This is an optimization exercise on Yosys and OpenROAD, whose aim is small area and a short achievable clock period, not a production implementation.
Function was checked by simulation only, so behaviour that the tests miss may differ from the original.
Power is estimated from default activity; no workload was simulated.

<file path="flow/run.sh">
#!/bin/bash
# Standard layout, but ports get a plain buffer instead of the slow default port buffer.
set -euo pipefail
export BUFFER_PORTS_ARGS="-buffer_cell sky130_fd_sc_hd__buf_2"
bash standard.sh > standard.log 2>&1
</file>
<file path="design.v">
module axis_frame_capture #(
  parameter int unsigned DATA_W = 32,
  parameter int unsigned DEPTH  = 64,
  parameter int unsigned ADDR_W = $clog2(DEPTH)
) (
  input  logic                       s_aclk,
  input  logic                       src_rst,
  input  logic [DATA_W-1:0]          s_axis_tdata,
  input  logic                       s_axis_tvalid,
  output logic                       s_axis_tready,
  input  logic                       s_axis_tlast,
  input  logic                       arm,
  output logic                       busy,
  output logic                       frame_done,
  output logic [ADDR_W:0]            frame_len,
  output logic                       overflow,
  output logic [DATA_W-1:0]          peak_abs,
  output logic [DATA_W+ADDR_W:0]     sum,
  input  logic [ADDR_W-1:0]          rd_addr,
  output logic [DATA_W-1:0]          rd_data
);
  localparam int unsigned SumW = DATA_W + ADDR_W + 1;
  logic                busy_q, done_q;
  logic [ADDR_W:0]     frame_len_q;
  logic [7:0]          wr_hi_q, wr_lo_q;
  logic                overflow_q;
  logic [DATA_W-1:0]   peak_abs_q;
  logic [SumW-1:0]     sum_q;
  logic [DATA_W-1:0]   rd_data_q;
  logic                start, beat, store, clr;
  logic                sgn;
  logic [DATA_W-1:0]   sample_abs;
  logic                gt_pos, gt_neg;
  logic [DATA_W:0]     lo_sum;
  logic [ADDR_W:0]     hi_q, hi_inc, hi_dec, hi_d;
  logic [DATA_W-1:0]   mem [DEPTH];
  assign s_axis_tready = 1'b1;
  assign start = !busy_q && arm;
  assign clr   = src_rst || start;
  assign beat  = busy_q && s_axis_tvalid;
  assign store = beat && !frame_len_q[ADDR_W];
  assign sgn        = s_axis_tdata[DATA_W-1];
  axis_capture_cmp #(.W(DATA_W)) u_cmp_pos (
    .a(s_axis_tdata), .b(peak_abs_q), .gt(gt_pos), .ge()
  );
  axis_capture_cmp #(.W(DATA_W)) u_cmp_neg (
    .a(~s_axis_tdata), .b(peak_abs_q), .gt(), .ge(gt_neg)
  );
  logic [DATA_W-1:0] pk_keep, pk_new, peak_d;
  assign pk_keep = clr ? '0 : peak_abs_q;
  assign pk_new  = clr ? '0 : sample_abs;
  for (genvar q = 0; q < 4; q++) begin : g_pk
    logic sel;
    axis_capture_pksel u_sel (
      .store(store), .sgn(sgn), .gt_pos(gt_pos), .ge_neg(gt_neg), .sel(sel)
    );
    for (genvar b = 0; b < 8; b++) begin : g_bit
      axis_capture_mux2 u_mux (
        .s(sel), .a0(pk_keep[8*q+b]), .a1(pk_new[8*q+b]), .y(peak_d[8*q+b])
      );
    end
  end
  axis_capture_abs #(.W(DATA_W)) u_abs (.x(s_axis_tdata), .y(sample_abs));
  logic lo_carry;
  assign lo_sum[DATA_W-1:0] = sum_q[DATA_W-1:0] + s_axis_tdata;
  axis_capture_cmp #(.W(DATA_W)) u_carry (
    .a(sum_q[DATA_W-1:0]), .b(~s_axis_tdata), .gt(lo_carry), .ge()
  );
  assign lo_sum[DATA_W] = lo_carry;
  assign hi_q   = sum_q[SumW-1:DATA_W];
  axis_capture_incdec #(.W(ADDR_W+1)) u_incdec (.x(hi_q), .inc(hi_inc), .dec(hi_dec));
  logic [ADDR_W:0] hi_c1, hi_c0;
  assign hi_c1 = sgn ? hi_q : hi_inc;
  assign hi_c0 = sgn ? hi_dec : hi_q;
  logic [ADDR_W:0] hi_k1, hi_k0;
  assign hi_k1 = clr ? '0 : store ? hi_c1 : hi_q;
  assign hi_k0 = clr ? '0 : store ? hi_c0 : hi_q;
  for (genvar b = 0; b <= ADDR_W; b++) begin : g_hi
    axis_capture_mux2 u_mux (.s(lo_sum[DATA_W]), .a0(hi_k0[b]), .a1(hi_k1[b]), .y(hi_d[b]));
  end
  always_ff @(posedge s_aclk) begin
    peak_abs_q         <= peak_d;
    sum_q[SumW-1:DATA_W] <= hi_d;
  end
  always_ff @(posedge s_aclk) begin
    if (clr) begin
      frame_len_q <= '0;
      wr_hi_q     <= 8'd1;
      wr_lo_q     <= 8'd1;
      overflow_q  <= 1'b0;
      sum_q[DATA_W-1:0] <= '0;
    end else if (store) begin
      frame_len_q <= frame_len_q + (ADDR_W+1)'(1);
      wr_lo_q     <= {wr_lo_q[6:0], wr_lo_q[7]};
      if (wr_lo_q[7]) wr_hi_q <= {wr_hi_q[6:0], wr_hi_q[7]};
      sum_q[DATA_W-1:0] <= lo_sum[DATA_W-1:0];
    end else if (beat) begin
      overflow_q <= 1'b1;
    end
  end
  always_ff @(posedge s_aclk) begin
    if (src_rst) begin
      busy_q <= 1'b0;
      done_q <= 1'b0;
    end else if (start) begin
      busy_q <= 1'b1;
      done_q <= 1'b0;
    end else if (beat && s_axis_tlast) begin
      busy_q <= 1'b0;
      done_q <= 1'b1;
    end
  end
  always_ff @(posedge s_aclk) begin
    for (int i = 0; i < DEPTH; i++)
      if (store && wr_hi_q[i/8] && wr_lo_q[i%8]) mem[i] <= s_axis_tdata;
  end
  logic [7:0]        rd_hi, rd_lo;
  logic [DEPTH-1:0]  rd_sel;
  logic [DATA_W-1:0] rd_mux;
  logic [DATA_W-1:0] rd_g  [22];
  always_comb begin
    for (int i = 0; i < 8; i++) begin
      rd_hi[i] = !src_rst && (rd_addr[5:3] == 3'(i));
      rd_lo[i] = (rd_addr[2:0] == 3'(i));
    end
    for (int i = 0; i < DEPTH; i++) rd_sel[i] = rd_hi[i/8] && rd_lo[i%8];
  end
  for (genvar g = 0; g < 21; g++) begin : g_aoi
    for (genvar b = 0; b < DATA_W; b++) begin : g_bit
      axis_capture_aoi222 u_aoi (
        .a0(mem[3*g][b]),   .s0(rd_sel[3*g]),
        .a1(mem[3*g+1][b]), .s1(rd_sel[3*g+1]),
        .a2(mem[3*g+2][b]), .s2(rd_sel[3*g+2]),
        .y (rd_g[g][b])
      );
    end
  end
  assign rd_g[21] = ~(mem[63] & {DATA_W{rd_sel[63]}});
  logic [DATA_W-1:0] rd_p [11];
  logic [DATA_W-1:0] rd_q [4];
  for (genvar b = 0; b < DATA_W; b++) begin : g_comb
    for (genvar k = 0; k < 11; k++) begin : g_n2
      axis_capture_nand2 u_n2 (.a(rd_g[2*k][b]), .b(rd_g[2*k+1][b]), .y(rd_p[k][b]));
    end
    for (genvar k = 0; k < 3; k++) begin : g_r3
      axis_capture_nor3 u_r3 (.a(rd_p[3*k][b]), .b(rd_p[3*k+1][b]), .c(rd_p[3*k+2][b]), .y(rd_q[k][b]));
    end
    axis_capture_nor3 u_r3l (.a(rd_p[9][b]), .b(rd_p[10][b]), .c(1'b0), .y(rd_q[3][b]));
    axis_capture_nand4 u_n4 (.a(rd_q[0][b]), .b(rd_q[1][b]), .c(rd_q[2][b]), .d(rd_q[3][b]), .y(rd_mux[b]));
  end
  always_ff @(posedge s_aclk) rd_data_q <= rd_mux;
  assign busy       = busy_q;
  assign frame_done = done_q;
  assign frame_len  = frame_len_q;
  assign overflow   = overflow_q;
  assign peak_abs   = peak_abs_q;
  assign sum        = sum_q;
  assign rd_data    = rd_data_q;
endmodule
module axis_capture_aoi222 (
  input  logic a0, s0, a1, s1, a2, s2,
  output logic y
);
  assign y = ~((a0 & s0) | (a1 & s1) | (a2 & s2));
endmodule
module axis_capture_incdec #(
  parameter int unsigned W = 7
) (
  input  logic [W-1:0] x,
  output logic [W-1:0] inc,
  output logic [W-1:0] dec
);
  assign inc = x + W'(1);
  assign dec = x - W'(1);
endmodule
module axis_capture_cmp #(
  parameter int unsigned W = 32
) (
  input  logic [W-1:0] a,
  input  logic [W-1:0] b,
  output logic         gt,
  output logic         ge
);
  localparam int unsigned L = $clog2(W);
  logic [W-1:0] g [L+1];
  logic [W-1:0] e [L+1];
  assign g[0] = a & ~b;
  assign e[0] = a | ~b;
  for (genvar l = 0; l < L; l++) begin : g_lvl
    for (genvar i = 0; i < (W >> (l + 1)); i++) begin : g_node
      if (l % 2 == 0) begin : g_aoi
        axis_capture_aoi21 u_g (.a(e[l][2*i+1]), .b(g[l][2*i]), .c(g[l][2*i+1]), .y(g[l+1][i]));
        axis_capture_aoi21 u_e (.a(e[l][2*i+1]), .b(e[l][2*i]), .c(g[l][2*i+1]), .y(e[l+1][i]));
      end else begin : g_oai
        axis_capture_oai21 u_g (.a(e[l][2*i+1]), .b(g[l][2*i]), .c(g[l][2*i+1]), .y(g[l+1][i]));
        axis_capture_oai21 u_e (.a(e[l][2*i+1]), .b(e[l][2*i]), .c(g[l][2*i+1]), .y(e[l+1][i]));
      end
    end
    for (genvar i = (W >> (l + 1)); i < W; i++) begin : g_pad
      assign g[l+1][i] = 1'b0;
      assign e[l+1][i] = 1'b0;
    end
  end
  assign gt = (L % 2 == 1) ? ~g[L][0] : g[L][0];
  assign ge = (L % 2 == 1) ? ~e[L][0] : e[L][0];
endmodule
module axis_capture_aoi21 (input logic a, b, c, output logic y);
  assign y = ~((a & b) | c);
endmodule
module axis_capture_oai21 (input logic a, b, c, output logic y);
  assign y = ~((a | b) & c);
endmodule
module axis_capture_mux2 (input logic s, a0, a1, output logic y);
  assign y = s ? a1 : a0;
endmodule
module axis_capture_pksel (input logic store, sgn, gt_pos, ge_neg, output logic sel);
  assign sel = store && (sgn ? ge_neg : gt_pos);
endmodule
module axis_capture_abs #(
  parameter int unsigned W = 32
) (
  input  logic [W-1:0] x,
  output logic [W-1:0] y
);
  localparam int unsigned L = $clog2(W);
  logic [W-1:0] o [L+1];
  always_comb begin
    o[0] = {x[W-2:0], 1'b0};
    for (int l = 0; l < L; l++)
      for (int i = 0; i < W; i++)
        o[l+1][i] = (i >= (1 << l)) ? (o[l][i] | o[l][i - (1 << l)]) : o[l][i];
    y = x ^ ({W{x[W-1]}} & o[L]);
  end
endmodule
module axis_capture_nand2 (input logic a, b, output logic y);
  assign y = ~(a & b);
endmodule
module axis_capture_nor3 (input logic a, b, c, output logic y);
  assign y = ~(a | b | c);
endmodule
module axis_capture_nand4 (input logic a, b, c, d, output logic y);
  assign y = ~(a & b & c & d);
endmodule
</file>
<file path="standard.sh">
#!/bin/bash
# synth_recipe.tcl (not shown) runs the flow's synth.tcl, then flattens the netlist and writes it again
# the make line also repeats each setting of config.mk as NAME=value (left out here)
make -C /OpenROAD-flow-scripts/flow DESIGN_CONFIG=/design/flow/config.mk WORK_HOME=/design/flow/orfs CLKGATE_MAP_FILE= SYNTH_SCRIPT=/design/flow/synth_recipe.tcl "${@:-finish}"
</file>
<file path="constraint.sdc">
create_clock -name core_clock -period 5.0 [get_ports {s_aclk}]
set_input_delay 1.0000 -clock core_clock [delete_from_list [all_inputs] [get_ports {s_aclk}]]
set_output_delay 1.0000 -clock core_clock [all_outputs]
set_load 0.01 [all_outputs]
</file>
<file path="config.mk">
export PLATFORM = sky130hd
export DESIGN_NAME = axis_frame_capture
export DESIGN_NICKNAME = axis_frame_capture
export VERILOG_FILES = /design/flow/design.v
export SDC_FILE = /design/flow/constraint.sdc
export NUM_CORES = 4
export LEC_CHECK = 0
export CAP_MARGIN = 20
export CORE_MARGIN = 2
export CORE_UTILIZATION = 65
export CTS_BUF_LIST = sky130_fd_sc_hd__clkbuf_16
export CTS_CLUSTER_DIAMETER = 100
export CTS_CLUSTER_SIZE = 24
export PLACE_DENSITY = 0.75
export SETUP_SLACK_MARGIN = 2.6
export SLEW_MARGIN = 60
export SYNTH_HIERARCHICAL = 1
export SYNTH_MINIMUM_KEEP_SIZE = 0
</file>
==> out/results.ini, run 1 <==
[final_layout]
final_area_um2=96000
layout.cells.most_common=edfxtp_1
drive_gt1_share_pct=27.6
final_cell_mix=edfxtp_1 (2048), a222oi_1 (672), nand2_1 (460), buf_4 (186), a21oi_2 (123)
nFillCells=6884
fin_nets=5369
syn_to_final_growth_pct=16.7

[power]
ir_worst_vdd_mv=0.270
finalPower_mw=31.0
leakage_nw=32.4
power_density_nw_per_um2=323

[clock_tree]
cts_buffer_depth=3
cts_buffers=101
htree_num_levels=3
holdBufCountCts=0
clk_latency_ns=0.76
cts.clk_slew.worst_paths_ns=0.10
cts_tree=yes
cts_sinks=2177
cts-root-buf=clkbuf_16

[die]
core_um2=126000
start_util_pct=65.5
pin_count=157
die-area_um2=129000
row_count=130
die_w_um=360
die_h_um=360

[min_path]
hp-class=flip-flop to flip-flop

[sta]
timing.final.crit_share_pct=52.6
relSlewSlack_pct=36.5
finalSetupViolations=0
layout_min_cycle_time_ns=2.63
rsz0062_at_grt=yes
finClkSkew_ns=0.0444
hold_viol_final=0
fmax_mhz=380
setup_tns_ns=0
maxSlewViolCount=0
worst_slew_pin_slew_ns=0.951

[global_routing]
grt_pass1_wl_um=346000
antenna_found_initial=18
grt_max_degree=105
grt_pass1_vias=47437
grt_usage_pct=37.7
grt-ovfl-total=0

[routing]
drt_wl_total_um=256000
ant_nets=0
avgRoutedWirePerCell_um=36.5
dr.first_iter.drc_count=11465
vias=51804
viasPerCell=7.38
firstDrtPassIters=13
route.detailed.drc=0

[logic_synthesis]
synth_area_um2=82200
synth_cells=4646
ys_warn_count=20
avgSynthCellArea_um2=17.7

[setup_path]
crit_arrival_ns=3.24
critPathCaptureType=flip-flop
startpoint_type=primary input
crit_fanout=15
crit_required_ns=5.61
worstSetupPathType=primary input to flip-flop

[placement]
place_congestion=0.913
placed_cell_area_um2=88200
dp_hpwl_um=155000
place.port_buffers=155

[run]
cap_violations=0

[status]
status=no timing/DRC/antenna violations

==> sequential cells by signal (all words and copies together), names as in the netlist <==
name,count
mem,2048
sum_q,39
peak_abs_q,32
rd_data_q,32
wr_hi_q,8
wr_lo_q,8
frame_len_q,7
busy_q,1
done_q,1
overflow_q,1
==> path summary, 6_finish.rpt <==
kind | from | to | slack, ns | cells after the start
worst max-delay path | rd_addr[1] | rd_data_q[8]$_DFF_P_ | 2.37 | 11
worst min register to register | done_q$_SDFFE_PP0P_ | done_q$_SDFFE_PP0P_ | 0.49 | 2
worst min-delay path | done_q$_SDFFE_PP0P_ | done_q$_SDFFE_PP0P_ | 0.49 | 2
worst max register to register | busy_q$_SDFFE_PP0P_ | mem[19][0]$_DFFE_PP_ | 2.44 | 6
==> metal layers <==
| layer | routed length, um | share of wire, % | GRT usage (%) |
|---|---|---|---|
| met1 | 83700 | 33 | 50.7 |
| met2 | 114000 | 44 | 55.7 |
| met4 | 17800 | 6.9 | 21.5 |
| met3 | 40700 | 16 | 10.8 |
| met5 | 141 | 0.055 | 0.296 |
==> worst max-delay path, cell delays in order <==
cell and delay (ns):
buf_12 0.11, or3b_4 0.31, buf_4 0.14, buf_6 0.10, buf_4 0.11, nor2_4 0.07
buf_8 0.16, a222oi_1 0.24, nand2_1 0.24, nor3_2 0.52, nand4_1 0.21
==> report_power, final <==
| part | switching, mW | internal [mW] | leakage (nW) |
|---|---|---|---|
| Clock | 5.47 | 3.78 | 1.66 |
| Combinational | 1.12 | 0.554 | 11.2 |
| Sequential | 0.116 | 19.9 | 19.5 |
| Total | 6.70 | 24.3 | 32.4 |
==> timing repair <==
| item | CTS | global route |
|---|---|---|
| gates resized for setup | 339 | 194 |
| gates cloned | 9 | 14 |
| pin swaps | 119 | 138 |
| endpoints found under the setup margin | 2011 | 1785 |
| setup buffers | 107 | 76 |
| endpoints found under the hold margin | 0 | 0 |
==> cell type report <==
type | count | area (um2) | share of cell area (%)
tap | 1650 | 2060 | 2.15
sequential | 2177 | 64300 | 67.0
inverter | 56 | 253 | 0.263
clock buffer | 103 | 2580 | 2.69
clock inverter | 73 | 343 | 0.357
multi-input combinational | 2385 | 19900 | 20.8
timing repair buffer | 570 | 6500 | 6.77
antenna | 7 | 17.5 | 0.0183
==> per-stage QoR <==
stage                     std cells  utilization, %  setup WS [ns]  hold slack [ns]
after floorplan                4677               -           2.20            0.459
after global placement         6517            69.1          0.702            0.445
after detailed placement       6610            70.2           1.03            0.458
after CTS                      6902            74.6           2.49            0.483
after global routing           7017            76.4           2.42            0.488
final                          7021            76.4           2.37            0.490
==> run 2, diff against run 1 <==
--- a/design.v
+++ b/design.v
@@ -136,16 +136,16 @@
     end
   end
   assign rd_g[21] = ~(mem[63] & {DATA_W{rd_sel[63]}});
-  logic [DATA_W-1:0] rd_p [11];
+  logic [DATA_W-1:0] rd_p [8];
   logic [DATA_W-1:0] rd_q [4];
   for (genvar b = 0; b < DATA_W; b++) begin : g_comb
-    for (genvar k = 0; k < 11; k++) begin : g_n2
-      axis_capture_nand2 u_n2 (.a(rd_g[2*k][b]), .b(rd_g[2*k+1][b]), .y(rd_p[k][b]));
-    end
-    for (genvar k = 0; k < 3; k++) begin : g_r3
-      axis_capture_nor3 u_r3 (.a(rd_p[3*k][b]), .b(rd_p[3*k+1][b]), .c(rd_p[3*k+2][b]), .y(rd_q[k][b]));
-    end
-    axis_capture_nor3 u_r3l (.a(rd_p[9][b]), .b(rd_p[10][b]), .c(1'b0), .y(rd_q[3][b]));
+    for (genvar k = 0; k < 7; k++) begin : g_n3
+      axis_capture_nand3 u_n3 (.a(rd_g[3*k][b]), .b(rd_g[3*k+1][b]), .c(rd_g[3*k+2][b]), .y(rd_p[k][b]));
+    end
+    assign rd_p[7][b] = ~rd_g[21][b];
+    for (genvar k = 0; k < 4; k++) begin : g_r2
+      axis_capture_nor2 u_r2 (.a(rd_p[2*k][b]), .b(rd_p[2*k+1][b]), .y(rd_q[k][b]));
+    end
     axis_capture_nand4 u_n4 (.a(rd_q[0][b]), .b(rd_q[1][b]), .c(rd_q[2][b]), .d(rd_q[3][b]), .y(rd_mux[b]));
   end
   always_ff @(posedge s_aclk) rd_data_q <= rd_mux;
@@ -232,11 +232,11 @@
     y = x ^ ({W{x[W-1]}} & o[L]);
   end
 endmodule
-module axis_capture_nand2 (input logic a, b, output logic y);
-  assign y = ~(a & b);
-endmodule
-module axis_capture_nor3 (input logic a, b, c, output logic y);
-  assign y = ~(a | b | c);
+module axis_capture_nand3 (input logic a, b, c, output logic y);
+  assign y = ~(a & b & c);
+endmodule
+module axis_capture_nor2 (input logic a, b, output logic y);
+  assign y = ~(a | b);
 endmodule
 module axis_capture_nand4 (input logic a, b, c, d, output logic y);
   assign y = ~(a & b & c & d);
==> run 2 against run 1 <==
Compared with the run above: clock skew rose by 0.011 ns; synthesized cell count is 2.7% lower; still clean; core utilization is 0.48 points higher; largest cell class unchanged; first-iteration DRC count is 3.0% higher; critical path depth down 1; highest routed layer unchanged.
==> out/results.ini, run 2 <==
[die]
core_um2=124000  ; -1.3%
start_util_pct=65.6  ; +0.17 points
pin_count=157  ; unchanged
row_count=129  ; -0.77%
die_h_um=358  ; -0.51%
die-area_um2=128000  ; -1.0%
die_w_um=358  ; -0.51%

[setup_path]
crit_required_ns=5.60  ; about the same
crit_fanout=13  ; -2
reg2reg_slack_ns=2.59  ; +0.15 ns
r2r_cells=12  ; +6
critPathCaptureType=flip-flop
path_cells=buf_12 -> or3b_4 -> buf_4 -> buf_12 -> nor2_4 -> buf_6 -> a222oi_1 -> nand3_1 -> nor2_1 -> nand4_1
cpMostUsedCell=buf_12
max_stage_delay_ns=0.45  ; -0.07 ns
critPathBufInv=4  ; -1
crit_slowest_cell=nand3_1
startpoint_type=primary input
r2r_start=sum_q[0]$_SDFFE_PP0P_
crit_arrival_ns=3.19  ; -0.05 ns
worstSetupPathType=primary input to flip-flop
path_delay_family=simple AND/OR/NAND/NOR gates
crit-reg2reg-capture=sum_q[26]$_SDFFE_PP0P_

[clock_tree]
cts.clk_slew.worst_paths_ns=0.09  ; about the same
cts-root-buf=clkbuf_16
cts_buffers=101  ; unchanged
cts_sinks=2177  ; unchanged
cts_tree=yes
holdBufCountCts=0  ; unchanged
clk_latency_ns=0.78  ; +0.02 ns
cts_buffer_depth=3  ; unchanged
htree_num_levels=3  ; unchanged

[routing]
ant_nets=0  ; unchanged
viasPerCell=7.42  ; +0.62%
route.detailed.drc=0  ; unchanged
vias=50947  ; -1.7%
firstDrtPassIters=13  ; unchanged
avgRoutedWirePerCell_um=36.7  ; +0.57%
dr.first_iter.drc_count=11813  ; +3.0%
drt_wl_total_um=252000  ; -1.7%

[logic_synthesis]
avgSynthCellArea_um2=18.0  ; +1.7%
ys_warn_count=21  ; +5.0%
synth_area_um2=81400  ; -1.0%
synth_cells=4520  ; -2.7%

[sta]
relSlewSlack_pct=55.9  ; +19 points
timing.final.crit_share_pct=51.9  ; -0.76 points
finClkSkew_ns=0.0558  ; +0.0114 ns
worst_slew_pin_slew_ns=0.660  ; -0.291 ns
hold_viol_final=0  ; unchanged
maxSlewViolCount=0  ; unchanged
layout_min_cycle_time_ns=2.59  ; -0.0380 ns
fin_ws_ns=2.41  ; +0.0380 ns
setup_tns_ns=0  ; unchanged
fmax_mhz=386  ; +1.5%
rsz0062_at_grt=yes
finalSetupViolations=0  ; unchanged

[final_layout]
largest_register_ffs=2048  ; unchanged
syn_to_final_growth_pct=17.2
top_register=mem
fin_nets=5228  ; -2.6%
reg_top3=mem x2048, sum_q x39
final_cell_mix=edfxtp_1 (2048), a222oi_1 (672), nand3_1 (223), buf_4 (172), a21oi_2 (122)
layout.cells.most_common=edfxtp_1
postLayoutCoreUtil_pct=76.9  ; +0.48 points
drive_gt1_share_pct=27.3  ; -0.32 points

[global_routing]
grt_usage_pct=37.6  ; -0.051 points
grt_pass1_vias=47667  ; +0.48%
grt-ovfl-total=0  ; unchanged
grt_pass1_wl_um=340000  ; -1.6%
antenna_found_initial=15  ; -3
grt_max_degree=69  ; -34%

[placement]
place_congestion=0.899  ; -1.6%
dp_worst_setup_slack_ns=0.937  ; -0.0910 ns
dp_hpwl_um=151000  ; -2.7%
place.port_buffers=155  ; unchanged

[status]
status=no timing/DRC/antenna violations

[power]
power_density_nw_per_um2=324  ; +0.44%
p_seq_share_pct=65.0  ; +0.2 points
switching_share_pct=21.6  ; -0.046 points
ir_worst_vdd_mv=0.260  ; -3.9%
leakage_nw=31.3  ; -3.3%
clockPowerShare_pct=29.9  ; about the same
p_comb_share_pct=5.1  ; -0.3 points
power_switching_mw=6.67  ; -0.44%
internal_power_mw=24.2  ; -0.18%
finalPower_mw=30.9  ; -0.23%

[min_path]
holdPathStages=2  ; unchanged
hp-class=primary input to flip-flop
hold_path_end=busy_q$_SDFFE_PP0P_
min-delay-start=s_axis_tlast

[run]
cap_violations=0  ; unchanged

run 2: worst max-delay path by stage:
stage / slack [ns] / endpoint / start / depth (start not counted)
finish: 2.41 / rd_data_q[30]$_DFF_P_ / rd_addr[0] / 10
detailed placement: 0.94 / rd_data_q[6]$_DFF_P_ / src_rst / 12
global route: 2.41 / rd_data_q[21]$_DFF_P_ / rd_addr[5] / 11
CTS: 2.54 / rd_data_q[7]$_DFF_P_ / rd_addr[3] / 10
global placement: 0.47 / rd_data_q[12]$_DFF_P_ / src_rst / 9
floorplan: 2.19 / sum_q[30]$_SDFFE_PP0P_ / s_axis_tdata[0] / 11
run 2: metrics by stage:
step	hold slack, ns	area [um2]	instances
final	0.468	95300	6862
after global placement	0.450	85700	6342
after detailed placement	0.464	88000	6473
after floorplan	0.464	82700	4520
after CTS	0.440	92800	6729
after global routing	0.453	95300	6858
run 2: area by class of cell:
| type | count | area (um2) |
|---|---|---|
| clock inverter | 72 | 329 |
| multi-input combinational | 2226 | 19000 |
| antenna | 4 | 10.0 |
| inverter | 57 | 253 |
| clock buffer | 102 | 2550 |
| fill | 6661 | 28600 |
| timing repair buffer | 587 | 6910 |
| tap | 1637 | 2050 |
| sequential | 2177 | 64200 |
run 2: per-layer routing:
metal	up-vias	track usage [%]	wire, um
met3	662	10.0	40400
met2	4478	55.8	113000
li1	20631	-	-
met4	18	19.7	15400
met1	25158	52.0	83100
met5	-	0	116
run 2: what timing repair did:
action / 4_1_cts / 5_1_grt
pin swaps: 95 / 109
buffers inserted: 77 / 97
resized for setup: 293 / 231
gates cloned: 5 / 10
setup endpoints to repair: 1505 / 173
run 2: power by group through the flow:
stage / clock [mW] / combinational (mW) / sequential [mW]
finish: 9.25 / 1.58 / 20.1
global route: 9.77 / 1.64 / 20.1
CTS: 9.12 / 1.42 / 20.1
detailed placement: 0 / 1.31 / 20.5
global placement: 0 / 1.24 / 20.5
floorplan: 0 / 0.563 / 20.4
==> run 3, diff against run 2 <==
==> flow/run.sh (replaced) <==
#!/bin/bash
# Standard layout in two parts: ports get a plain buffer instead of the slow default port
# buffer; the repair after global routing aims at a smaller setup margin than the earlier
# steps, so it only fixes what routing made worse.
set -euo pipefail
export BUFFER_PORTS_ARGS="-buffer_cell sky130_fd_sc_hd__buf_2"
bash standard.sh cts > standard_cts.log 2>&1
bash standard.sh SETUP_SLACK_MARGIN=2.2 finish > standard_finish.log 2>&1
--- a/config.mk
+++ b/config.mk
@@ -13,6 +13,6 @@
 export CTS_CLUSTER_SIZE = 24
 export PLACE_DENSITY = 0.75
 export SETUP_SLACK_MARGIN = 2.6
-export SLEW_MARGIN = 60
+export SLEW_MARGIN = 45
 export SYNTH_HIERARCHICAL = 1
 export SYNTH_MINIMUM_KEEP_SIZE = 0
==> run 3 against run 2 <==
Compared with the run above: first-iteration DRC count shrank 10%; clock power grew 2%; global-route usage is essentially flat; cell area shrank 3.1%; sequential cell count is the same; synthesized area is the same; non-clock buffer count shrank 171; cell count shrank 2.3%; critical endpoint is now rd_data_q[10]$_DFF_P_; largest cell class unchanged.
==> out/results.ini, run 3 <==
[sta]
rsz0062_at_grt=no
hold_ws_ns=0.447  ; -0.0213 ns
layout_min_cycle_time_ns=2.61  ; +0.0124 ns
timing.final.crit_share_pct=52.1  ; +0.25 points
worst_slew_pin_slew_ns=0.873  ; +0.213 ns
relSlewSlack_pct=41.8  ; -14 points
setup_tns_ns=0  ; unchanged
fin_ws_ns=2.39  ; -0.0124 ns
hold_viol_final=0  ; unchanged
maxSlewViolCount=0  ; unchanged
fmax_mhz=384  ; -0.47%
finalSetupViolations=0  ; unchanged
finClkSkew_ns=0.0412  ; -0.0145 ns

[placement]
dp_hpwl_um=143000  ; -5.1%
place.port_buffers=155  ; unchanged
dp_worst_setup_slack_ns=0.705  ; -0.232 ns
place_congestion=0.899  ; unchanged

[run]
cap_violations=0  ; unchanged

[final_layout]
layout.cells.most_common=edfxtp_1
reg_top3=mem x2048, sum_q x39
multi_input_area_um2=18500  ; -2.8%
final_cell_mix=edfxtp_1 (2048), a222oi_1 (672), nand3_1 (230), buf_4 (157), buf_2 (124)
drive_gt1_share_pct=23.2  ; -4.0 points
syn_to_final_growth_pct=13.5
largest_register_ffs=2048  ; unchanged
postLayoutCoreUtil_pct=74.5  ; -2.4 points
fin_nets=5062  ; -3.2%
seq_area_um2=64200  ; about the same
top_register=mem
nFillCells=7079  ; +6.3%

[setup_path]
cp-startpoint=rd_addr[5]
worstSetupPathType=primary input to flip-flop
cpMostUsedCell=nor2_4
crit_arrival_ns=3.22  ; +0.03 ns
crit_slowest_cell=a222oi_1
critPathCaptureType=flip-flop
r2r_start=busy_q$_SDFFE_PP0P_
crit_required_ns=5.61  ; about the same
critPathBufInv=3  ; -1
max_stage_delay_ns=0.55  ; +0.10 ns
path_delay_family=simple AND/OR/NAND/NOR gates
path_cells=buf_2 -> nor2b_4 -> nand3_4 -> buf_12 -> nor2_4 -> buf_6 -> a222oi_1 -> nand3_1 -> nor2_4 -> nand4_1
crit_fanout=32  ; +19
startpoint_type=primary input

[routing]
firstDrtPassIters=15  ; +2
avgRoutedWirePerCell_um=35.8  ; -2.5%
dr.first_iter.drc_count=10627  ; -10%
ant_nets=0  ; unchanged
route.detailed.drc=0  ; unchanged
drt_wl_total_um=240000  ; -4.8%
viasPerCell=7.38  ; -0.58%
vias=49464  ; -2.9%

[clock_tree]
cts_sinks=2177  ; unchanged
cts.clk_slew.worst_paths_ns=0.10  ; about the same
cts-root-buf=clkbuf_16
htree_num_levels=3  ; unchanged
clk_latency_ns=0.77  ; about the same
cts_tree=yes
cts_buffer_depth=3  ; unchanged
cts_buffers=103  ; +2.0%
holdBufCountCts=0  ; unchanged

[global_routing]
grt_max_degree=105  ; +52%
met3_usage_pct=12.1  ; +2.1 points
grt_util_met2_pct=56.3  ; +0.53 points
met1_usage_pct=50.5  ; -1.5 points
grt_pass1_vias=47349  ; -0.67%
grt_pass1_wl_um=339000  ; -0.38%
grt_usage_pct=37.6  ; about the same
grt-ovfl-total=0  ; unchanged
antenna_found_initial=29  ; +14
grt_busiest_layer=met2

[die]
start_util_pct=65.6  ; unchanged
die_h_um=358  ; unchanged
pin_count=157  ; unchanged
die_w_um=358  ; unchanged
row_count=129  ; unchanged
core_um2=124000  ; unchanged
die-area_um2=128000  ; unchanged

[power]
leakage_nw=29.9  ; -4.4%
ir_worst_vdd_mv=0.295  ; +14%
power_density_nw_per_um2=335  ; +3.2%
finalPower_mw=30.9  ; about the same

[logic_synthesis]
synth_area_um2=81400  ; unchanged
synth_cells=4520  ; unchanged
avgSynthCellArea_um2=18.0  ; unchanged
ys_warn_count=21  ; unchanged

[min_path]
min-delay-start=s_axis_tlast
hp-class=primary input to flip-flop

[status]
status=no timing/DRC/antenna violations

==> run 3: routing by layer <==
layer,routed length [um],share of wire [%]
met1,81100,34
met2,107000,45
met3,36900,15
met4,14400,6.0
met5,144,0.060
==> run 3: what timing repair did <==
action	CTS	global route
gates resized for setup	319	0
buffers inserted	103	0
setup endpoints to repair	1943	0
==> run 3: worst register-to-register path: cells and delay by family (launching register included) <==
family        cells  cell delay (ns)
buf+inv           2             0.56
flops             1             0.42
simple gates      3             1.07
==> run 3: path summary, 6_finish.rpt <==
kind | cells after the start | slack (ns) | endpoint
worst max-delay path | 10 | 2.39 | rd_data_q[10]$_DFF_P_
worst min-delay path | 2 | 0.45 | busy_q$_SDFFE_PP0P_
worst max register to register | 5 | 2.53 | mem[37][4]$_DFFE_PP_
worst min register to register | 2 | 0.48 | overflow_q$_SDFFE_PP0P_
==> run 3: area by class of cell <==
cell class / instances / share of cell area, %
timing repair buffer: 416 / 4.68
multi-input combinational: 2229 / 20.0
clock inverter: 75 / 0.447
inverter: 57 / 0.270
tap: 1637 / 2.22
clock buffer: 105 / 2.84
antenna: 5 / 0.0135
sequential: 2177 / 69.5
==> run 3: metrics by stage <==
stage | std cells | cell area (um2)
floorplan | 4520 | 82700
global placement | 6342 | 85700
detailed placement | 6405 | 87100
CTS | 6694 | 92300
global route | 6696 | 92400
finish | 6701 | 92400
==> run 3: power by group <==
part | switching (mW) | internal, mW
Sequential | 0.117 | 20.0
Combinational | 1.01 | 0.446
Clock | 5.51 | 3.88
Total | 6.64 | 24.3
==> run 4, diff against run 3 <==
--- a/design.v
+++ b/design.v
@@ -110,9 +110,16 @@
       done_q <= 1'b1;
     end
   end
-  always_ff @(posedge s_aclk) begin
-    for (int i = 0; i < DEPTH; i++)
-      if (store && wr_hi_q[i/8] && wr_lo_q[i%8]) mem[i] <= s_axis_tdata;
+  logic [DEPTH-1:0] wen_l, wen_h;
+  for (genvar i = 0; i < DEPTH; i++) begin : g_wen
+    axis_capture_and3 u_l (.a(store), .b(wr_hi_q[i/8]), .c(wr_lo_q[i%8]), .y(wen_l[i]));
+    axis_capture_and3 u_h (.a(store), .b(wr_hi_q[i/8]), .c(wr_lo_q[i%8]), .y(wen_h[i]));
+  end
+  always_ff @(posedge s_aclk) begin
+    for (int i = 0; i < DEPTH; i++) begin
+      if (wen_l[i]) mem[i][DATA_W/2-1:0]      <= s_axis_tdata[DATA_W/2-1:0];
+      if (wen_h[i]) mem[i][DATA_W-1:DATA_W/2] <= s_axis_tdata[DATA_W-1:DATA_W/2];
+    end
   end
   logic [7:0]        rd_hi, rd_lo;
   logic [DEPTH-1:0]  rd_sel;
@@ -241,3 +248,6 @@
 module axis_capture_nand4 (input logic a, b, c, d, output logic y);
   assign y = ~(a & b & c & d);
 endmodule
+module axis_capture_and3 (input logic a, b, c, output logic y);
+  assign y = a & b & c;
+endmodule
--- a/config.mk
+++ b/config.mk
@@ -13,6 +13,6 @@
 export CTS_CLUSTER_SIZE = 24
 export PLACE_DENSITY = 0.75
 export SETUP_SLACK_MARGIN = 2.6
-export SLEW_MARGIN = 45
+export SLEW_MARGIN = 60
 export SYNTH_HIERARCHICAL = 1
 export SYNTH_MINIMUM_KEEP_SIZE = 0
==> run 4 against run 3 <==
Compared with the run above: critical endpoint is now rd_data_q[19]$_DFF_P_; still clean; highest routed layer unchanged; core utilization barely moved; largest power group unchanged; clock skew fell by 0.0075 ns; synthesized cell count rose by 2.1%; largest cell class unchanged; die area rose by 0.43%; via count rose by 2.2%; register-to-register slack improved by 0.04 ns; global-route usage fell by 1.1 points; clock power fell by 0.9%.
==> out/results.ini, run 4 <==
[status]
status=no timing/DRC/antenna violations

[clock_tree]
cts_sinks=2177  ; unchanged
holdBufCountCts=0  ; unchanged
cts_tree=yes
cts.clk_slew.worst_paths_ns=0.09  ; about the same
cts_buffers=103  ; unchanged
clk_latency_ns=0.77  ; about the same
htree_num_levels=3  ; unchanged
cts-root-buf=clkbuf_16
cts_buffer_depth=3  ; unchanged

[power]
leakage_nw=30.3  ; +1.1%
power_switching_mw=6.51  ; -1.8%
clockPowerShare_pct=30.2  ; -0.2 points
power_density_nw_per_um2=330  ; -1.4%
p_seq_share_pct=65.0  ; about the same
ir_worst_vdd_mv=0.399  ; +35%
switching_share_pct=21.1  ; -0.32 points
finalPower_mw=30.8  ; -0.32%
p_comb_share_pct=4.8  ; about the same
internal_power_mw=24.3  ; about the same

[placement]
dp_hpwl_um=145000  ; +0.92%
place_congestion=0.936  ; +4.2%
place.port_buffers=155  ; unchanged

[sta]
hold_viol_final=0  ; unchanged
timing.final.crit_share_pct=51.3  ; -0.86 points
setup_tns_ns=0  ; unchanged
relSlewSlack_pct=55.7  ; +14 points
layout_min_cycle_time_ns=2.56  ; -0.0429 ns
maxSlewViolCount=0  ; unchanged
worst_slew_pin_slew_ns=0.665  ; -0.208 ns
fmax_mhz=390  ; +1.7%
finalSetupViolations=0  ; unchanged
rsz0062_at_grt=no
finClkSkew_ns=0.0337  ; -0.00755 ns

[global_routing]
grt_pass1_wl_um=333000  ; -1.9%
grt_busiest_layer=met2
met3_usage_pct=9.13  ; -2.9 points
grt_pass1_vias=47612  ; +0.56%
grt_usage_pct=36.4  ; -1.1 points
grt_max_degree=70  ; -33%
antenna_found_initial=16  ; -45%
grt_util_met2_pct=55.2  ; -1.1 points
met1_usage_pct=50.9  ; +0.42 points
grt-ovfl-total=0  ; unchanged

[routing]
route.detailed.drc=0  ; unchanged
avgRoutedWirePerCell_um=34.2  ; -4.4%
vias=50573  ; +2.2%
viasPerCell=7.37  ; -0.11%
ant_nets=0  ; unchanged
dr.first_iter.drc_count=11102  ; +4.5%
drt_wl_total_um=235000  ; -2.1%
firstDrtPassIters=14  ; -1

[logic_synthesis]
synth_area_um2=81700  ; +0.43%
avgSynthCellArea_um2=17.7  ; -1.6%
synth_cells=4615  ; +2.1%
ys_warn_count=21  ; unchanged

[final_layout]
reg_top3=mem x2048, sum_q x39
final_cell_mix=edfxtp_1 (2048), a222oi_1 (672), nand3_1 (255), buf_4 (147), nor2_1 (133)
largest_register_ffs=2048  ; unchanged
drive_gt1_share_pct=24.0  ; +0.75 points
top_register=mem
fin_nets=5219  ; +3.1%
syn_to_final_growth_pct=14.3
layout.cells.most_common=edfxtp_1

[setup_path]
worstSetupPathType=primary input to flip-flop
crit_arrival_ns=3.19  ; -0.03 ns
path_cells=buf_2 -> nor2b_4 -> nand2_4 -> buf_12 -> nor2_4 -> buf_8 -> buf_4 -> a222oi_1 -> nand3_1 -> nor2_2 -> nand4_1
max_stage_delay_ns=0.46  ; -0.09 ns
r2r_cells=7  ; +2
cp-startpoint=rd_addr[5]
startpoint_type=primary input
cp.depth=11  ; +1
path_delay_family=simple AND/OR/NAND/NOR gates
critPathBufInv=4  ; +1
crit_required_ns=5.62  ; about the same
crit_slowest_cell=a222oi_1
critPathCaptureType=flip-flop
crit_fanout=13  ; -59%
r2r_start=busy_q$_SDFFE_PP0P_

[die]
die_w_um=359  ; +0.21%
pin_count=157  ; unchanged
die_h_um=359  ; +0.21%
die-area_um2=129000  ; +0.43%
row_count=130  ; +0.78%
core_um2=125000  ; +1.0%
start_util_pct=65.2  ; -0.39 points

[min_path]
holdPathStages=2  ; unchanged
min-delay-start=s_axis_tlast
hp-class=primary input to flip-flop

[run]
cap_violations=0  ; unchanged

## run 4: changes by cell type in the layout (fill, tap and decap cells not counted), sizes merged, moves of 6 or more
cell and change:
and3 +86, buf +29, clkinvlp -6, dlymetal6s2s +9
inv -12, nand2 +16, nand3 +18, o21ai +9
## run 4: cell type report
cell class                 count  area [um2]
antenna                        4        10.0
timing repair inverter         1        8.76
inverter                      47         204
fill                        7203       31800
tap                         1650        2060
sequential                  2177       64200
multi-input combinational   2348       19200
timing repair buffer         463        4750
clock inverter                63         343
clock buffer                 106        2650
## run 4: path summary, 6_finish.rpt
kind / endpoint / slack (ns)
worst max-delay path: rd_data_q[19]$_DFF_P_ / 2.44
worst min-delay path: busy_q$_SDFFE_PP0P_ / 0.43
worst max register to register: mem[52][29]$_DFFE_PP_ / 2.57
worst min register to register: overflow_q$_SDFFE_PP0P_ / 0.49
## run 4: per-layer routing
metal | routed length, um | vias up
li1 | - | 20822
met1 | 82500 | 25394
met2 | 107000 | 3847
met3 | 33700 | 494
met4 | 11700 | 16
met5 | 86 | -
## run 4: power by group through the flow
stage	Combinational (mW)	Clock, mW	Sequential (mW)
6_report	1.47	9.31	20.0
5_1_grt	1.54	9.91	20.0
4_1_cts	1.42	9.31	20.0
3_5_place_dp	1.29	0	20.5
3_3_place_gp	1.22	0	20.5
2_1_floorplan	0.559	0	20.4
## run 4: worst reg2reg max path, delay by kind of cell (launching register included)
family / cells / cell delay (ns)
simple gates: 3 / 0.67
buf+inv: 4 / 1.03
flops: 1 / 0.42
## run 4: per-stage QoR
stage	setup slack (ns)	instances	cell area (um2)	hold WS (ns)	util (%)
after CTS	2.59	6843	93200	0.407	74.4
after global placement	0.800	6465	86500	0.459	69.1
after global routing	2.35	6857	93400	0.438	74.6
after detailed placement	1.05	6544	87700	0.471	70.0
after floorplan	2.14	4615	83300	0.500	-
final	2.44	6859	93400	0.434	74.6
## run 4: what timing repair did
action | CTS | global route
buffers inserted | 110 | 0
resized for setup | 269 | 0
endpoints found under the setup margin | 1768 | 0
==> run 5, diff against run 4 <==
--- a/flow/run.sh
+++ b/flow/run.sh
@@ -5,4 +5,4 @@
 set -euo pipefail
 export BUFFER_PORTS_ARGS="-buffer_cell sky130_fd_sc_hd__buf_2"
 bash standard.sh cts > standard_cts.log 2>&1
-bash standard.sh SETUP_SLACK_MARGIN=2.2 finish > standard_finish.log 2>&1
+bash standard.sh SETUP_SLACK_MARGIN=2.5 finish > standard_finish.log 2>&1
==> run 5 against run 4 <==
Compared with the run above: non-clock buffer count rose by 28; combinational power barely moved; largest power group unchanged; sequential cell count did not move; worst setup slack improved by 0.052 ns; highest routed layer unchanged; synthesized cell count did not move; cell area rose by 0.50%.
==> out/results.ini, run 5 <==
[setup_path]
critPathCaptureType=flip-flop
reg2reg_slack_ns=2.55  ; -0.02 ns
crit_fanout=16  ; +3
crit_required_ns=5.62  ; about the same
startpoint_type=primary input
crit_arrival_ns=3.13  ; -0.06 ns
worstSetupPathType=primary input to flip-flop

[logic_synthesis]
synth_area_um2=81700  ; unchanged
synth_cells=4615  ; unchanged
avgSynthCellArea_um2=17.7  ; unchanged
ys_warn_count=21  ; unchanged

[die]
die_h_um=359  ; unchanged
pin_count=157  ; unchanged
start_util_pct=65.2  ; unchanged
die_w_um=359  ; unchanged
die-area_um2=129000  ; unchanged
core_um2=125000  ; unchanged
row_count=130  ; unchanged

[routing]
ant_nets=0  ; unchanged
dr.first_iter.drc_count=10901  ; -1.8%
avgRoutedWirePerCell_um=34.3  ; +0.31%
drt_wl_total_um=236000  ; +0.71%
firstDrtPassIters=13  ; -1
vias=50716  ; +0.28%
route.detailed.drc=0  ; unchanged
viasPerCell=7.37  ; -0.11%

[run]
cap_violations=0  ; unchanged

[final_layout]
largest_register_ffs=2048  ; unchanged
layout.cells.most_common=edfxtp_1
top_register=mem
final_cell_mix=edfxtp_1 (2048), a222oi_1 (672), nand3_1 (254), buf_4 (165), a21oi_2 (132)
syn_to_final_growth_pct=14.9
fin_nets=5247  ; +0.54%
nFillCells=7144  ; -0.82%
reg_top3=mem x2048, sum_q x39
drive_gt1_share_pct=24.9  ; +0.88 points

[placement]
place.port_buffers=155  ; unchanged
dp_hpwl_um=145000  ; unchanged
place_congestion=0.936  ; unchanged

[clock_tree]
cts.clk_slew.worst_paths_ns=0.09  ; about the same
cts_buffer_depth=3  ; unchanged
cts_tree=yes
clk_latency_ns=0.77  ; about the same
htree_num_levels=3  ; unchanged
cts-root-buf=clkbuf_16
cts_sinks=2177  ; unchanged
cts_buffers=103  ; unchanged

[min_path]
hp-class=primary input to flip-flop

[sta]
worst_slew_pin_slew_ns=0.669  ; +0.00463 ns
timing.final.crit_share_pct=50.2  ; -1.0 points
layout_min_cycle_time_ns=2.51  ; -0.0519 ns
rsz0062_at_grt=yes
setup_tns_ns=0  ; unchanged
fmax_mhz=398  ; +2.1%
relSlewSlack_pct=55.4  ; -0.31 points
finClkSkew_ns=0.0361  ; +0.00245 ns
hold_viol_final=0  ; unchanged
hold_ws_ns=0.434  ; +0.000478 ns
maxSlewViolCount=0  ; unchanged
finalSetupViolations=0  ; unchanged

[global_routing]
grt-ovfl-total=0  ; unchanged
grt_pass1_wl_um=333000  ; unchanged
grt_max_degree=70  ; unchanged
grt_usage_pct=36.4  ; unchanged
grt_pass1_vias=47612  ; unchanged
antenna_found_initial=15  ; -1

[power]
leakage_nw=30.5  ; +0.71%
ir_worst_vdd_mv=0.407  ; +2.1%
power_density_nw_per_um2=329  ; -0.40%

[status]
status=no timing/DRC/antenna violations

[run 5: cell types whose count changed in the layout (fill, tap and decap cells not counted), moves of 4 or more]
cell     previous run  this run
buf_12             56        62
buf_4             147       165
buf_6              90        95
inv_1              95        91
mux2i_2             4         0
mux2i_4             0         4
nor2_1            133       118
nor2_2             29        40
nor2_4             75        79
[run 5: critical path, cell delays in order]
cell and delay [ns]:
buf_8 0.12, nand3b_1 0.20, buf_6 0.18, buf_8 0.15, nor2_4 0.05, buf_4 0.20, a222oi_1 0.56, nand3_1 0.38
nor2_1 0.19, nand4_1 0.11
[run 5: cell type report]
| type | instances | area [um2] | share of cell area (%) |
|---|---|---|---|
| Multi-Input combinational cell | 2348 | 19300 | 20.5 |
| Clock inverter | 63 | 343 | 0.365 |
| Tap cell | 1650 | 2060 | 2.20 |
| Clock buffer | 106 | 2650 | 2.83 |
| Timing Repair inverter | 1 | 8.76 | 0.00933 |
| Inverter | 47 | 208 | 0.221 |
| Sequential cell | 2177 | 64200 | 68.4 |
| Timing Repair Buffer | 491 | 5080 | 5.42 |
| Antenna cell | 3 | 7.51 | 0.00800 |
[run 5: routing by layer]
layer  up-vias  global-route usage (%)  part of all wire (%)
li1      20880                       -                     -
met1     25269                    50.9                    35
met4        18                    16.2                   5.1
met5         -                       0                 0.042
met3       530                    9.13                    15
met2      4019                    55.2                    45
[run 5: power by group]
group / internal [mW] / switching [mW] / leakage [nW] / total, mW
sequential: 19.9 / 0.0908 / 19.5 / 20.0
clock: 3.89 / 5.42 / 1.66 / 9.31
combinational: 0.482 / 1.02 / 9.33 / 1.50
total: 24.3 / 6.53 / 30.5 / 30.8
[run 5: stage by stage]
stage,area [um2],cells,utilization [%],worst slack (ns),total power [mW]
CTS,93200,6843,74.4,2.59,30.8
global route,93900,6885,74.9,2.45,31.5
finish,93900,6886,74.9,2.49,30.8
global placement,86500,6465,69.1,0.800,21.7
floorplan,83300,4615,-,2.14,21.0
detailed placement,87700,6544,70.0,1.05,21.7
[run 5: what timing repair did]
item,in CTS,in global routing
pin swaps,71,25
endpoints found under the setup margin,1768,59
gates resized for setup,269,51
hold buffers,0,0
gates cloned,20,2
setup buffers,110,26
[run 5: path summary, 6_finish.rpt]
path	end	depth (start not counted)	start
max	rd_data_q[21]$_DFF_P_	10	rd_addr[2]
min	busy_q$_SDFFE_PP0P_	2	s_axis_tlast
max reg2reg	mem[52][29]$_DFFE_PP_	7	busy_q$_SDFFE_PP0P_
min reg2reg	overflow_q$_SDFFE_PP0P_	2	overflow_q$_SDFFE_PP0P_
==> run 6, diff against run 5 <==
==> flow/run.sh (replaced) <==
#!/bin/bash
# Standard layout, but ports get a plain buffer instead of the slow default port buffer.
set -euo pipefail
export BUFFER_PORTS_ARGS="-buffer_cell sky130_fd_sc_hd__buf_2"
bash standard.sh > standard.log 2>&1
==> run 6 against run 5 <==
Compared with the run above: cell count is 1.1% higher; global-route usage is the same; synthesized cell count did not move; worst hold slack worse by 0.00074 ns; clock power hardly changed; critical path depth up 1; wire length up 2.4%; sequential share of layout area shrank 1.0 points; first-iteration DRC count increased by 5.5%; power rose by 0.35%; core utilization grew 1.1 points; die area is the same; critical path type unchanged.
==> out/results.ini, run 6 <==
[die]
start_util_pct=65.2  ; unchanged
row_count=130  ; unchanged
die_h_um=359  ; unchanged
die-area_um2=129000  ; unchanged
die_w_um=359  ; unchanged
core_um2=125000  ; unchanged
pin_count=157  ; unchanged

[setup_path]
path_delay_family=simple AND/OR/NAND/NOR gates
critPathCaptureType=flip-flop
worstSetupPathType=primary input to flip-flop
startpoint_type=primary input
max_stage_delay_ns=0.58  ; +0.02 ns
crit-reg2reg-capture=sum_q[30]$_SDFFE_PP0P_
critPathBufInv=4  ; unchanged
r2r_start=sum_q[7]$_SDFFE_PP0P_
crit_required_ns=5.63  ; about the same
crit_fanout=16  ; unchanged
cpMostUsedCell=buf_12
reg2reg_slack_ns=2.58  ; +0.03 ns
crit_arrival_ns=3.14  ; about the same
r2r_cells=8  ; +1
path_cells=buf_8 -> buf_12 -> nor2b_4 -> nand2_4 -> buf_4 -> nor2_4 -> buf_12 -> a222oi_1 -> nand3_1 -> nor2_1 -> nand4_1
crit_slowest_cell=a222oi_1

[routing]
drt_wl_total_um=242000  ; +2.4%
vias=51419  ; +1.4%
viasPerCell=7.39  ; +0.29%
firstDrtPassIters=14  ; +1
route.detailed.drc=0  ; unchanged
dr.first_iter.drc_count=11504  ; +5.5%
avgRoutedWirePerCell_um=34.8  ; +1.3%
ant_nets=0  ; unchanged

[min_path]
hp-class=primary input to flip-flop
min-delay-start=s_axis_tlast
holdPathStages=2  ; unchanged
hold_path_end=busy_q$_SDFFE_PP0P_

[clock_tree]
cts-root-buf=clkbuf_16
htree_num_levels=3  ; unchanged
cts.clk_slew.worst_paths_ns=0.09  ; about the same
cts_buffer_depth=3  ; unchanged
cts_sinks=2177  ; unchanged
cts_tree=yes
clk_latency_ns=0.77  ; about the same
cts_buffers=103  ; unchanged
holdBufCountCts=0  ; unchanged

[global_routing]
grt_pass1_wl_um=333000  ; unchanged
grt_max_degree=70  ; unchanged
grt_usage_pct=36.4  ; unchanged
antenna_found_initial=13  ; -2
grt_pass1_vias=47612  ; unchanged
grt-ovfl-total=0  ; unchanged

[sta]
fin_ws_ns=2.49  ; +0.00102 ns
worst_slew_pin_slew_ns=0.677  ; +0.00800 ns
setup_tns_ns=0  ; unchanged
layout_min_cycle_time_ns=2.51  ; -0.00102 ns
timing.final.crit_share_pct=50.2  ; about the same
maxSlewViolCount=0  ; unchanged
hold_viol_final=0  ; unchanged
rsz0062_at_grt=yes
relSlewSlack_pct=54.8  ; -0.53 points
fmax_mhz=398  ; about the same
finalSetupViolations=0  ; unchanged
finClkSkew_ns=0.0341  ; -0.00200 ns

[final_layout]
top_register=mem
syn_to_final_growth_pct=16.6
fin_nets=5316  ; +1.3%
reg_top3=mem x2048, sum_q x39
largest_register_ffs=2048  ; unchanged
nFillCells=6936  ; -2.9%
final_cell_mix=edfxtp_1 (2048), a222oi_1 (672), nand3_1 (252), buf_4 (198), a21oi_2 (130)
drive_gt1_share_pct=27.0  ; +2.2 points
layout.cells.most_common=edfxtp_1

[logic_synthesis]
synth_cells=4615  ; unchanged
synth_area_um2=81700  ; unchanged
ys_warn_count=21  ; unchanged
avgSynthCellArea_um2=17.7  ; unchanged

[placement]
dp_hpwl_um=145000  ; unchanged
dp_worst_setup_slack_ns=1.05  ; unchanged
place_congestion=0.936  ; unchanged
place.port_buffers=155  ; unchanged

[run]
cap_violations=0  ; unchanged

[power]
power_density_nw_per_um2=325  ; -1.2%
leakage_nw=31.2  ; +2.4%
ir_worst_vdd_mv=0.405  ; -0.59%

[status]
status=no timing/DRC/antenna violations

## run 6: metal layers
| layer | part of all wire, % | wire length (um) | global-route usage (%) | vias to the layer above |
|---|---|---|---|---|
| li1 | - | - | - | 21040 |
| met1 | 35 | 84200 | 50.9 | 25614 |
| met2 | 46 | 110000 | 55.2 | 4213 |
| met5 | 0.021 | 52 | 0 | - |
| met3 | 15 | 35400 | 9.13 | 542 |
| met4 | 5.0 | 12200 | 16.2 | 10 |
## run 6: power by group
part	internal (mW)	switching, mW	leakage, nW
clock network	3.89	5.44	1.66
logic	0.534	1.04	10.1
registers	19.9	0.0926	19.5
total	24.4	6.58	31.2
## run 6: final cells by class
type | count | area (um2) | area share [%]
diodes | 9 | 22.5 | 0.0236
clock buffers | 106 | 2650 | 2.78
inverters | 47 | 223 | 0.234
flip-flops and latches | 2177 | 64200 | 67.4
multi-input cells | 2349 | 19700 | 20.7
clock inverters | 63 | 343 | 0.360
repair buffers | 559 | 6070 | 6.36
repair inverters | 1 | 8.76 | 0.00919
well taps | 1650 | 2060 | 2.17
## run 6: repair_timing
item / 4_1_cts / 5_1_grt
cloned: 20 / 12
pin swaps: 71 / 108
endpoints found under the setup margin: 1768 / 313
setup buffers: 110 / 85
resized for setup: 269 / 211
## run 6: worst max path at each step
stage | start | endpoint | slack, ns | cells after the start
floorplan | s_axis_tdata[0] | sum_q[28]$_SDFFE_PP0P_ | 2.14 | 10
global placement | src_rst | rd_data_q[4]$_DFF_P_ | 0.80 | 10
detailed placement | s_axis_tdata[6] | peak_abs_q[1]$_DFF_P_ | 1.05 | 12
CTS | sum_q[0]$_SDFFE_PP0P_ | sum[0] | 2.59 | 2
global route | src_rst | rd_data_q[4]$_DFF_P_ | 2.45 | 11
finish | src_rst | rd_data_q[21]$_DFF_P_ | 2.49 | 11
## run 6: metrics by stage
step / power [mW] / util, % / hold slack (ns) / cells / area, um2
after CTS: 30.8 / 74.4 / 0.407 / 6843 / 93200
after global routing: 31.6 / 76.1 / 0.439 / 6954 / 95300
final: 31.0 / 76.1 / 0.434 / 6961 / 95300
after detailed placement: 21.7 / 70.0 / 0.471 / 6544 / 87700
after floorplan: 21.0 / - / 0.500 / 4615 / 83300
after global placement: 21.7 / 69.1 / 0.459 / 6465 / 86500
==> run 7, diff against run 6 <==
--- a/design.v
+++ b/design.v
@@ -122,38 +122,40 @@
     end
   end
   logic [7:0]        rd_hi, rd_lo;
-  logic [DEPTH-1:0]  rd_sel;
+  logic [DEPTH-1:0]  rd_sel_nl, rd_sel_nh;
   logic [DATA_W-1:0] rd_mux;
-  logic [DATA_W-1:0] rd_g  [22];
+  logic [DATA_W-1:0] rd_g [32];
+  logic [DATA_W-1:0] rd_p [16];
+  logic [DATA_W-1:0] rd_q [4];
   always_comb begin
     for (int i = 0; i < 8; i++) begin
-      rd_hi[i] = !src_rst && (rd_addr[5:3] == 3'(i));
+      rd_hi[i] = (rd_addr[5:3] == 3'(i));
       rd_lo[i] = (rd_addr[2:0] == 3'(i));
     end
-    for (int i = 0; i < DEPTH; i++) rd_sel[i] = rd_hi[i/8] && rd_lo[i%8];
-  end
-  for (genvar g = 0; g < 21; g++) begin : g_aoi
-    for (genvar b = 0; b < DATA_W; b++) begin : g_bit
-      axis_capture_aoi222 u_aoi (
-        .a0(mem[3*g][b]),   .s0(rd_sel[3*g]),
-        .a1(mem[3*g+1][b]), .s1(rd_sel[3*g+1]),
-        .a2(mem[3*g+2][b]), .s2(rd_sel[3*g+2]),
+  end
+  for (genvar i = 0; i < DEPTH; i++) begin : g_sel
+    axis_capture_nand2 u_l (.a(rd_hi[i/8]), .b(rd_lo[i%8]), .y(rd_sel_nl[i]));
+    axis_capture_nand2 u_h (.a(rd_hi[i/8]), .b(rd_lo[i%8]), .y(rd_sel_nh[i]));
+  end
+  for (genvar b = 0; b < DATA_W; b++) begin : g_rd
+    for (genvar g = 0; g < 32; g++) begin : g_oai
+      axis_capture_oai22 u_oai (
+        .a0(mem[2*g][b]),   .a1(b < DATA_W/2 ? rd_sel_nl[2*g] : rd_sel_nh[2*g]),
+        .b0(mem[2*g+1][b]), .b1(b < DATA_W/2 ? rd_sel_nl[2*g+1] : rd_sel_nh[2*g+1]),
         .y (rd_g[g][b])
       );
     end
-  end
-  assign rd_g[21] = ~(mem[63] & {DATA_W{rd_sel[63]}});
-  logic [DATA_W-1:0] rd_p [8];
-  logic [DATA_W-1:0] rd_q [4];
-  for (genvar b = 0; b < DATA_W; b++) begin : g_comb
-    for (genvar k = 0; k < 7; k++) begin : g_n3
-      axis_capture_nand3 u_n3 (.a(rd_g[3*k][b]), .b(rd_g[3*k+1][b]), .c(rd_g[3*k+2][b]), .y(rd_p[k][b]));
-    end
-    assign rd_p[7][b] = ~rd_g[21][b];
-    for (genvar k = 0; k < 4; k++) begin : g_r2
-      axis_capture_nor2 u_r2 (.a(rd_p[2*k][b]), .b(rd_p[2*k+1][b]), .y(rd_q[k][b]));
-    end
-    axis_capture_nand4 u_n4 (.a(rd_q[0][b]), .b(rd_q[1][b]), .c(rd_q[2][b]), .d(rd_q[3][b]), .y(rd_mux[b]));
+    axis_capture_nor3 u_r3 (.a(rd_g[0][b]), .b(rd_g[1][b]), .c(src_rst), .y(rd_p[0][b]));
+    for (genvar k = 1; k < 16; k++) begin : g_r2
+      axis_capture_nor2 u_r2 (.a(rd_g[2*k][b]), .b(rd_g[2*k+1][b]), .y(rd_p[k][b]));
+    end
+    for (genvar k = 0; k < 4; k++) begin : g_n4
+      axis_capture_nand4 u_n4 (
+        .a(rd_p[4*k][b]), .b(rd_p[4*k+1][b]), .c(rd_p[4*k+2][b]), .d(rd_p[4*k+3][b]),
+        .y(rd_q[k][b])
+      );
+    end
+    axis_capture_nor4 u_r4 (.a(rd_q[0][b]), .b(rd_q[1][b]), .c(rd_q[2][b]), .d(rd_q[3][b]), .y(rd_mux[b]));
   end
   always_ff @(posedge s_aclk) rd_data_q <= rd_mux;
   assign busy       = busy_q;
@@ -164,11 +166,11 @@
   assign sum        = sum_q;
   assign rd_data    = rd_data_q;
 endmodule
-module axis_capture_aoi222 (
-  input  logic a0, s0, a1, s1, a2, s2,
+module axis_capture_oai22 (
+  input  logic a0, a1, b0, b1,
   output logic y
 );
-  assign y = ~((a0 & s0) | (a1 & s1) | (a2 & s2));
+  assign y = ~((a0 | a1) & (b0 | b1));
 endmodule
 module axis_capture_incdec #(
   parameter int unsigned W = 7
@@ -239,8 +241,8 @@
     y = x ^ ({W{x[W-1]}} & o[L]);
   end
 endmodule
-module axis_capture_nand3 (input logic a, b, c, output logic y);
-  assign y = ~(a & b & c);
+module axis_capture_nor4 (input logic a, b, c, d, output logic y);
+  assign y = ~(a | b | c | d);
 endmodule
 module axis_capture_nor2 (input logic a, b, output logic y);
   assign y = ~(a | b);
@@ -251,3 +253,9 @@
 module axis_capture_and3 (input logic a, b, c, output logic y);
   assign y = a & b & c;
 endmodule
+module axis_capture_nor3 (input logic a, b, c, output logic y);
+  assign y = ~(a | b | c);
+endmodule
+module axis_capture_nand2 (input logic a, b, output logic y);
+  assign y = ~(a & b);
+endmodule
==> flow/run.sh (replaced) <==
#!/bin/bash
# Standard layout in two parts: ports get a plain buffer instead of the slow default port
# buffer; the repair after global routing aims at a smaller setup margin than the earlier
# steps, so it only fixes what routing made worse.
set -euo pipefail
export BUFFER_PORTS_ARGS="-buffer_cell sky130_fd_sc_hd__buf_2"
bash standard.sh cts > standard_cts.log 2>&1
bash standard.sh SETUP_SLACK_MARGIN=2.5 finish > standard_finish.log 2>&1
==> run 7 against run 6 <==
Compared with the run above: critical path depth unchanged; clock power about the same; worst hold slack gained 0.012 ns; wire length down 1.7%; first-iteration DRC count shrank 18%; critical path type unchanged; clock skew shrank 0.0026 ns; maximum frequency is 2.0% lower; via count increased by 2.9%; clock-buffer cell count fell by 2; still clean on timing, DRC and antenna; power increased by 0.43%.
==> out/results.ini, run 7 <==
[placement]
dp_hpwl_um=147000  ; +1.5%
place_congestion=0.917  ; -2.1%
place.port_buffers=155  ; unchanged
placed_cell_area_um2=88100  ; +0.41%

[logic_synthesis]
synth_cells=5275  ; +14%
ys_warn_count=19  ; -9.5%
synth_area_um2=83100  ; +1.7%
avgSynthCellArea_um2=15.7  ; -11%

[sta]
finClkSkew_ns=0.0315  ; -0.00259 ns
worst_slew_pin_slew_ns=0.612  ; -0.0654 ns
timing.final.crit_share_pct=51.2  ; +1.0 points
relSlewSlack_pct=59.2  ; +4.4 points
layout_min_cycle_time_ns=2.56  ; +0.0511 ns
setup_tns_ns=0  ; unchanged
hold_viol_final=0  ; unchanged
maxSlewViolCount=0  ; unchanged
fmax_mhz=390  ; -2.0%
finalSetupViolations=0  ; unchanged
rsz0062_at_grt=yes

[min_path]
hp-class=primary input to flip-flop

[die]
core_um2=127000  ; +1.6%
die_w_um=361  ; +0.82%
die-area_um2=131000  ; +1.6%
start_util_pct=65.3  ; +0.066 points
row_count=131  ; +0.77%
pin_count=157  ; unchanged
die_h_um=361  ; +0.82%

[clock_tree]
cts_sinks=2177  ; unchanged
cts.clk_slew.worst_paths_ns=0.10  ; about the same
cts_buffers=102  ; -0.97%
cts-root-buf=clkbuf_16
cts_tree=yes
clk_latency_ns=0.77  ; about the same
cts_buffer_depth=3  ; unchanged
htree_num_levels=3  ; unchanged

[global_routing]
antenna_found_initial=16  ; +3
grt_max_degree=70  ; unchanged
grt_pass1_vias=48877  ; +2.7%
grt_usage_pct=35.9  ; -0.54 points
grt_pass1_wl_um=339000  ; +1.9%
grt-ovfl-total=0  ; unchanged

[setup_path]
crit_fanout=3  ; -13
critPathCapture=sum_q[24]$_SDFFE_PP0P_
cp-startpoint=s_axis_tdata[0]
critPathCaptureType=flip-flop
crit_required_ns=5.63  ; about the same
r2r_cells=10  ; +2
reg2reg_slack_ns=2.48  ; -0.10 ns
startpoint_type=primary input
crit_arrival_ns=3.19  ; +0.05 ns
worstSetupPathType=primary input to flip-flop
crit-reg2reg-capture=sum_q[24]$_SDFFE_PP0P_
r2r_start=sum_q[0]$_SDFFE_PP0P_

[routing]
drt_wl_total_um=238000  ; -1.7%
ant_nets=0  ; unchanged
viasPerCell=7.13  ; -3.5%
vias=52922  ; +2.9%
route.detailed.drc=0  ; unchanged
avgRoutedWirePerCell_um=32.1  ; -7.8%
firstDrtPassIters=6  ; -8
dr.first_iter.drc_count=9435  ; -18%

[status]
status=no timing/DRC/antenna violations

[final_layout]
final_area_um2=93600  ; -1.8%
top_register=mem
final_cell_mix=edfxtp_1 (2048), o22ai_1 (1024), nor2_1 (493), nand2_1 (141), nand4_1 (140)
reg_top3=mem x2048, sum_q x39
largest_register_ffs=2048  ; unchanged
fin_nets=5761  ; +8.4%
syn_to_final_growth_pct=12.7
drive_gt1_share_pct=21.4  ; -5.7 points
layout.cells.most_common=edfxtp_1

[run]
cap_violations=0  ; unchanged

[power]
finalPower_mw=31.1  ; +0.43%
leakage_nw=30.2  ; -3.3%
ir_worst_vdd_mv=0.301  ; -26%
power_density_nw_per_um2=332  ; +2.3%

[run 7: changes by cell type in the layout (fill, tap and decap cells not counted), sizes merged, moves of 11 or more]
cell and delta:
nor2 +276, nand3 -238, nor3 +35, nand4 +98
o211ai +12, nand2 +113, a222oi -672, buf -199
nor4 +32, o22ai +1024, clkbuf -13, inv +11
and2 -31
[run 7: worst min path at each step]
| stage | cells past startpoint | startpoint | slack (ns) | to |
|---|---|---|---|---|
| floorplan | 2 | sum_q[26]$_SDFFE_PP0P_ | 0.50 | sum_q[26]$_SDFFE_PP0P_ |
| detailed placement | 2 | overflow_q$_SDFFE_PP0P_ | 0.46 | overflow_q$_SDFFE_PP0P_ |
| CTS | 2 | s_axis_tlast | 0.42 | busy_q$_SDFFE_PP0P_ |
| global route | 2 | s_axis_tlast | 0.46 | busy_q$_SDFFE_PP0P_ |
| global placement | 2 | overflow_q$_SDFFE_PP0P_ | 0.45 | overflow_q$_SDFFE_PP0P_ |
| finish | 2 | s_axis_tlast | 0.45 | busy_q$_SDFFE_PP0P_ |
[run 7: repair_timing]
item	4_1_cts	5_1_grt
setup buffers	48	8
hold buffers	0	0
gates resized for setup	301	57
setup endpoints to repair	1860	51
pin swaps	43	25
cloned	14	4
[run 7: final cells by class]
cell class	count	area [um2]
Fill cell	7496	33600
Timing Repair Buffer	347	3500
Sequential cell	2177	64200
Multi-Input combinational cell	3010	20600
Tap cell	1662	2080
Clock buffer	104	2600
Antenna cell	3	7.51
Clock inverter	77	412
Inverter	45	189
[run 7: through the flow]
stage / setup WS (ns) / hold WS, ns / util, % / std cells
final: 2.44 / 0.445 / 73.6 / 7425
after global routing: 2.38 / 0.457 / 73.6 / 7422
after CTS: 2.44 / 0.423 / 73.2 / 7407
after detailed placement: 1.16 / 0.465 / 69.2 / 7164
after global placement: 0.963 / 0.450 / 68.8 / 7142
after floorplan: 2.10 / 0.502 / - / 5275
[run 7: per-layer routing]
metal / share of wire, % / GRT usage, % / routed length [um] / vias to the layer above
met5: 0.041 / 0 / 97 / -
met4: 3.2 / 10.8 / 7700 / 16
met3: 16 / 9.13 / 38700 / 437
met2: 44 / 52.4 / 105000 / 3978
met1: 36 / 54.1 / 86500 / 26385
li1: - / - / - / 22106
[run 7: critical path, stage by stage]
cell and delay [ns]:
buf_16 0.14, ha_4 0.17, fa_2 0.37, a211o_1 0.27, o211ai_1 0.14, buf_4 0.21, a211oi_4 0.07, o31a_1 0.40
o21ai_2 0.16, xor2_1 0.16, a211oi_1 0.09
[run 7: report_power, final]
group	switching (mW)	internal, mW
logic	1.21	0.542
registers	0.0832	19.9
clock network	5.48	3.84
total	6.77	24.3

[re-timing with driven ports]
Ports are ideal in the flow. The routed layouts listed here were re-timed in OpenROAD. Step 1 assumes that a clkbuf_16 drives the clock port and a buf_2 every other input. Step 2, shift: input delay + t, output delay - t, t = (earliest + latest rising clock arrival at the registers) / 2. This alone moves slack from input paths to output paths. a / b / c = no drivers / after step 1 / after step 2; a / b = the first two.
run	t, ns	setup slack, ns
run 1	0.826	2.368 / 2.248 / 1.422
run 2	0.830	2.406 / 2.327 / 1.497
run 3	0.839	2.394 / 2.341 / 1.501
run 4	0.832	2.437 / 2.352 / 1.521
run 5	0.832	2.489 / 2.373 / 1.541
run 6	0.835	2.490 / 2.338 / 1.503
run 7	0.837	2.438 / 2.251 / 1.414
After both steps setup and hold are still met in every run listed.
